What follows belongs to an exercise in optimizing a design on an open flow for small area, a short achievable clock period and few clock cycles per item; a production flow would make more cautious choices. Only simulation tests tie the RTL to the original design; equivalence was not proved.

## flow/design.v

```verilog
`default_nettype none
package dds_pkg;
	localparam int unsigned RAD_W  = 64;
	localparam int unsigned ROOT_W = 32;
	localparam int unsigned CAND_W = 34;
	localparam int unsigned POS_W  = 4;
	localparam logic [POS_W-1:0] TOP_POSITION = 4'd9;
	localparam logic [POS_W-1:0] DIGIT_MAX    = 4'd9;
	typedef struct packed {
		logic              vld;
		logic              ovf;
		logic [RAD_W-1:0]  sq;
	} sq_res_t;
	function automatic logic [ROOT_W-1:0] pow10(input logic [POS_W-1:0] p);
		case (p)
			4'd0:    pow10 = 32'd1;
			4'd1:    pow10 = 32'd10;
			4'd2:    pow10 = 32'd100;
			4'd3:    pow10 = 32'd1000;
			4'd4:    pow10 = 32'd10000;
			4'd5:    pow10 = 32'd100000;
			4'd6:    pow10 = 32'd1000000;
			4'd7:    pow10 = 32'd10000000;
			4'd8:    pow10 = 32'd100000000;
			4'd9:    pow10 = 32'd1000000000;
			default: pow10 = 32'd0;
		endcase
	endfunction
endpackage
`default_nettype wire
`default_nettype none
import dds_pkg::*;
module dds_square (
	input  wire logic              clk,
	input  wire logic              arst_n,
	input  wire logic              issue,
	input  wire logic [dds_pkg::CAND_W-1:0] operand,
	output dds_pkg::sq_res_t       res
);
	logic              vld_s1;
	logic              ovf_s1;
	logic [RAD_W-1:0]  sq_s1;
	always_ff @(posedge clk or negedge arst_n) begin
		if (!arst_n) begin
			vld_s1 <= 1'b0;
		end else begin
			vld_s1 <= issue;
		end
	end
	always_ff @(posedge clk) begin
		ovf_s1 <= |operand[CAND_W-1:ROOT_W];
		sq_s1  <= RAD_W'(operand[ROOT_W-1:0]) * RAD_W'(operand[ROOT_W-1:0]);
	end
	assign res.vld = vld_s1;
	assign res.ovf = ovf_s1;
	assign res.sq  = sq_s1;
endmodule
`default_nettype wire
`default_nettype none
import dds_pkg::*;
module decimal_digit_square_root #(
	parameter int unsigned MAX_DIGITS = 16
) (
	input  wire logic                    clk,
	input  wire logic                    arst_n,
	input  wire logic                    start,
	output logic                         busy,
	input  wire logic signed [dds_pkg::RAD_W-1:0] radicand,
	output logic                         done,
	output logic [dds_pkg::ROOT_W-1:0]   root,
	output logic                         negative_input
);
	localparam int unsigned TW = $clog2(MAX_DIGITS + 1);
	typedef enum logic [1:0] {IDLE, LEAD, SEED, TRY} state_t;
	state_t             state_q;
	logic [RAD_W-1:0]   raw_q;
	logic [ROOT_W-1:0]  root_q;
	logic [ROOT_W-1:0]  step_q;
	logic [CAND_W-1:0]  cand_q;
	logic [CAND_W-1:0]  cand_s1;
	logic [POS_W-1:0]   dig_q;
	logic [POS_W-1:0]   dig_s1;
	logic [POS_W-1:0]   iss_q;
	logic [POS_W-1:0]   pos_q;
	logic [TW-1:0]      tried_q;
	logic               issue_q;
	logic               done_q;
	logic               neg_q;
	dds_pkg::sq_res_t   sq_res;
	logic               fits;
	logic               exact;
	logic               end_pos;
	logic               finish;
	dds_square u_square (
		.clk     (clk),
		.arst_n  (arst_n),
		.issue   (issue_q),
		.operand (cand_q),
		.res     (sq_res)
	);
	assign fits    = !sq_res.ovf && (sq_res.sq <= raw_q);
	assign exact   = !sq_res.ovf && (sq_res.sq == raw_q);
	assign end_pos = !fits || exact || (dig_s1 == DIGIT_MAX);
	assign finish  = exact || (pos_q == '0) || (tried_q == TW'(MAX_DIGITS - 1));
	always_ff @(posedge clk) begin
		cand_s1 <= cand_q;
		dig_s1  <= dig_q;
	end
	always_ff @(posedge clk or negedge arst_n) begin
		if (!arst_n) begin
			state_q <= IDLE;
			issue_q <= 1'b0;
			done_q  <= 1'b0;
		end else begin
			done_q <= 1'b0;
			case (state_q)
				IDLE: begin
					issue_q <= 1'b0;
					if (start) begin
						raw_q   <= RAD_W'(radicand);
						root_q  <= '0;
						neg_q   <= radicand[RAD_W-1];
						pos_q   <= '0;
						tried_q <= '0;
						if (radicand[RAD_W-1] || (radicand == '0)) begin
							done_q <= 1'b1;
						end else begin
							iss_q   <= 4'd1;
							cand_q  <= CAND_W'(dds_pkg::pow10(4'd1));
							issue_q <= 1'b1;
							state_q <= LEAD;
						end
					end
				end
				LEAD: begin
					if (iss_q < TOP_POSITION) begin
						iss_q   <= iss_q + 4'd1;
						cand_q  <= CAND_W'(dds_pkg::pow10(iss_q + 4'd1));
						issue_q <= 1'b1;
					end else begin
						issue_q <= 1'b0;
					end
					if (sq_res.vld) begin
						if (fits) begin
							pos_q <= pos_q + 4'd1;
							if (pos_q + 4'd1 == TOP_POSITION) begin
								issue_q <= 1'b0;
								state_q <= SEED;
							end
						end else begin
							issue_q <= 1'b0;
							state_q <= SEED;
						end
					end
				end
				SEED: begin
					step_q  <= dds_pkg::pow10(pos_q);
					cand_q  <= CAND_W'(root_q) + CAND_W'(dds_pkg::pow10(pos_q));
					dig_q   <= 4'd1;
					issue_q <= 1'b1;
					state_q <= TRY;
				end
				TRY: begin
					if (dig_q < DIGIT_MAX) begin
						cand_q  <= cand_q + CAND_W'(step_q);
						dig_q   <= dig_q + 4'd1;
						issue_q <= 1'b1;
					end else begin
						issue_q <= 1'b0;
					end
					if (sq_res.vld) begin
						if (fits) begin
							root_q <= cand_s1[ROOT_W-1:0];
						end
						if (end_pos) begin
							issue_q <= 1'b0;
							if (finish) begin
								done_q  <= 1'b1;
								state_q <= IDLE;
							end else begin
								pos_q   <= pos_q - 4'd1;
								tried_q <= tried_q + TW'(1);
								state_q <= SEED;
							end
						end
					end
				end
				default: begin
					issue_q <= 1'b0;
					state_q <= IDLE;
				end
			endcase
		end
	end
	assign busy           = (state_q != IDLE);
	assign done           = done_q;
	assign root           = root_q;
	assign negative_input = neg_q;
endmodule
`default_nettype wire
```

## flow/run.sh

```bash
#!/bin/bash
# synth_recipe.tcl (not shown) runs the flow's synth.tcl, then flattens the netlist and writes it again
# the make line also repeats each setting of config.mk as NAME=value (left out here)
make -C /OpenROAD-flow-scripts/flow DESIGN_CONFIG=/design/flow/config.mk WORK_HOME=/design/flow/orfs CLKGATE_MAP_FILE= SYNTH_SCRIPT=/design/flow/synth_recipe.tcl finish
```

## flow/config.mk

```make
export PLATFORM = sky130hd
export DESIGN_NAME = decimal_digit_square_root
export DESIGN_NICKNAME = decimal_digit_square_root
export VERILOG_FILES = /design/flow/design.v
export SDC_FILE = /design/flow/constraint.sdc
export NUM_CORES = 4
export LEC_CHECK = 0
export CAP_MARGIN = 20
export CORE_MARGIN = 2
export CORE_UTILIZATION = 40
export PLACE_DENSITY = 0.6
export SLEW_MARGIN = 20
```

## flow/constraint.sdc

```tcl
create_clock -name core_clock -period 10.0 [get_ports {clk}]
set_input_delay 2.0000 -clock core_clock [delete_from_list [all_inputs] [get_ports {clk}]]
set_output_delay 2.0000 -clock core_clock [all_outputs]
set_load 0.01 [all_outputs]
```

==> summary.txt <==
- Vias per inst: roughly 5.1
- Full die area: about 110000 sq um
- Dpl hpwl: roughly 100000 um
- Final worst slack: 947 ps
- Largest cells by area after synthesis: fa_1 (36%), ha_1 (13%), edfxtp_1 (12%)
- Yosys top cell by area: fa_1
- Hold Slack: around 350 ps
- Worst Setup End Kind: flop
- Die Height: about 340 um
- #FFs+latches synth: 297
- Clock Skew: about 28 ps
- CP bufs+invs: 3
- First-pass GRT wire length: 191000 um
- Max FO, Critical Path: 12
- Async S/R FF share, synth: 1.68%
- DRC: 0
- Reg2reg path depth: 24
- Share of layout cells above drive strength 1: under 10%
- Final antenna-violating net count: 0
- Synth Cell Area: around 44000 sq um
- Starting Density: 40.4%
- Dpl cells: just under 6000
- Synth unique cells: 80
- Yosys Warn Count: 2
- Total GRT Usage: roughly 22%
- Cells on Worst Hold Path: 0
- Final setup TNS: 0 ps
- Max Clock Freq: roughly 110 MHz
- GP Congestion: between 0.9 and 1
- CTS HTree Levels: 2
- Floorplan core area: 109000 sq um
- Io pins: between 100 and 150
- Worst path depth: 24
- Fin. Hold Viols: 0
- Worst-margin pin slew: 1200 ps
- Worst EP required: approximately 10000 ps
- Worst path slowest cell: edfxtp_1
- Post-CTS sizing: 0
- Clock sinks: between 200 and 300
- Place WS: 1080 ps
- Number of global-route vias before repair: 32974
- Top delay family on crit path: adder cells
- Status: complete, no violations
- Detailed Route Iter0 Violations: around 2000
- Period utilization: 90.5%
- Bufs on Longest Clock Path: 3
- Number of nets in the layout: roughly 5900
- Number of max-cap violations: 0
- First-pass DRT Iterations: 5
- Num CTS Buffers: 36
- I/O Buffers: 101
- CP most frequent cell: fa_1
- HP Class: flop to flop
- Setup Fix Bufs, Post-CTS: 0
- RSZ-0062 raised after global routing: false
- Root Driver: clkbuf_16
- Synth Flop Type: edfxtp_1
- Crit path time final: 9050 ps
- Hold_buf cts: 0
- Drt total wl: ~120000 um
- Top cell type's share of synthesized area: between 30% and 40%
- Area grow syn2layout: 9.21%
- DR vias: about 30000
- Worst-path clk slew: around 60 ps
- Critical path type: flop to flop
- Skew-Pair Late Insertion Delay: between 500 and 600 ps
- Worst path cell trace: inv_1 -> nor2_1 -> fa_1 -> fa_1 -> inv_1 -> fa_1 -> fa_1 -> inv_1 -> fa_1 -> fa_1 -> fa_1 -> fa_1 -> ha_1 -> and2_1 -> nand3_1 -> or3_1 -> o211ai_1 -> nor2_1 -> o21a_1 -> o21ai_0 -> a21oi_1 -> nor2_1 -> nor2_1 -> xnor2_1
- WL/cell: 20.5 um
- Largest stage delay, worst path: around 760 ps
- CP Launch Type: flop
- Initial antenna violation count: 6
- Number of placement rows: ~120
- Die X: 336 um
- Post-Syn Nets: 5811
- Setup violators final: 0
- Fin cells: roughly 6000
- Post-synth EDFFs: between 150 and 200
- Mapped Cells: 4500
- CP Data Arrival Time: between 9000 and 10000 ps
- Seq/Total Area, Yosys: around 17%
- Total gr overflow: 0
- TritonCTS clock tree: built
- Max Slew Vio Count: 0
- Rel. slew slack: around a fifth
- Largest net degree at the start of global routing: slightly above 70
- Mean Syn Cell Area: slightly below 10 sq um
## final timing paths
| kind | start | end | slack, ps |
|---|---|---|---|
| worst max-delay path | cand_q[9]$_SDFFCE_PP0P_ | u_square.sq_s1[45]$_DFF_P_ | 950 |
| worst min-delay path | issue_q$_DFF_PN0_ | u_square.vld_s1$_DFF_PN0_ | 350 |
| worst max register to register | cand_q[9]$_SDFFCE_PP0P_ | u_square.sq_s1[45]$_DFF_P_ | 950 |
| worst min register to register | issue_q$_DFF_PN0_ | u_square.vld_s1$_DFF_PN0_ | 350 |
| max in group asynchronous | arst_n | state_q[0]$_DFFE_PN0P_ | 7930 |
| min in group asynchronous | arst_n | done_q$_DFF_PN0_ | 1770 |
## routing by layer
metal  GRT usage [%]  wire length [um]
met1            29.4             52800
met3            3.47              6990
met5               0                41
met2            37.4             58400
met4            7.33              4570
## cells in the final DEF (no fill, tap or decap), types with 36 or more instances in the layout
| master | instances |
|---|---|
| xnor2_1 | 92 |
| clkdlybuf4s50_1 | 101 |
| nand3_1 | 44 |
| o21ai_0 | 81 |
| a21o_1 | 94 |
| nor2_1 | 122 |
| ha_1 | 449 |
| a21oi_1 | 164 |
| edfxtp_1 | 170 |
| and2_1 | 279 |
| fa_1 | 794 |
| nand2_1 | 364 |
| inv_1 | 1087 |
| buf_4 | 75 |
| clkbuf_16 | 36 |
| dfxtp_1 | 122 |
| xor2_1 | 76 |
## cell type report
class | instances | area [sq um]
Timing Repair Buffer | 179 | 1630
Tap cell | 1414 | 1770
Fill cell | 10539 | 60900
Inverter | 1089 | 4090
Antenna cell | 1 | 2.50
Multi-Input combinational cell | 2959 | 31700
Sequential cell | 297 | 7670
Clock inverter | 19 | 259
Clock buffer | 45 | 955
## state kept, by name, summed over array words and instances (netlist names), 5 cells and up, named ones only
register,flops
tried_q,5
step_q,23
u_square.sq_s1,63
root_q,32
cand_q,34
cand_s1,31
raw_q,64
## synth_stat cells, types with 22 or more instances
| cell type | number |
|---|---|
| nor4_1 | 22 |
| nand3_1 | 44 |
| nor2_1 | 122 |
| clkbuf_1 | 150 |
| a21o_1 | 94 |
| dfxtp_1 | 122 |
| nand2_1 | 364 |
| edfxtp_1 | 170 |
| a31oi_1 | 24 |
| o21ai_0 | 82 |
| xor2_1 | 76 |
| xnor2_1 | 92 |
| ha_1 | 450 |
| and2_1 | 279 |
| nand4_1 | 33 |
| a21oi_1 | 164 |
| fa_1 | 794 |
| inv_1 | 1087 |
## per-stage QoR
stage	utilization, %	cell area, sq um
after floorplan	-	44000
after global placement	43.0	46900
after detailed placement	43.0	46900
after CTS	44.1	48100
after global routing	44.1	48100
final	44.1	48100
## cells by family (layout without fill, tap and decap cells)
group | count (synthesis) | in the layout | share of synthesized area (%)
fa+ha+maj | 1244 | 1244 | 48.9
mux | 10 | 10 | 0.301
flops | 297 | 297 | 17.4
simple gates | 987 | 987 | 11.2
compound gates | 550 | 550 | 8.23
xor+xnor | 168 | 168 | 3.34
buf+inv | 1244 | 1332 | 10.6
other cells | 0 | 1 | 0
Testbench counts, summed over its fixed seeds: cycles 142,752, roots 2,400.

-- what the ideal ports hide --
The results above use ideal ports. As a check the final layout listed here was re-extracted and re-timed, cells and wires unchanged.
Step 1 (the two cells are an assumption about what drives the block):
set clk [get_ports {clk}]
set_driving_cell -lib_cell sky130_fd_sc_hd__clkbuf_16 $clk
set_driving_cell -lib_cell sky130_fd_sc_hd__buf_2 [delete_from_list [all_inputs] $clk]
Step 2 also shifts input and output timing later by t, the mid clock arrival at the registers, as if the neighbouring blocks saw the same clock.
Slacks: no drivers / after step 1 / after step 2; pairs: no drivers / after step 1.
t, ns: 0.602
setup slack, ns: 0.947 / 0.947 / 0.947
clock arrival spread, ns: 0.029 / 0.030
slew at the worst register clock pin (ns): 0.08 / 0.08
worst data-port slew with drivers (ns): 0.07
After both steps setup and hold are still met in this run. The setup slack of this run moves by 0.000 ns with the drivers and by 0.000 ns with both steps.
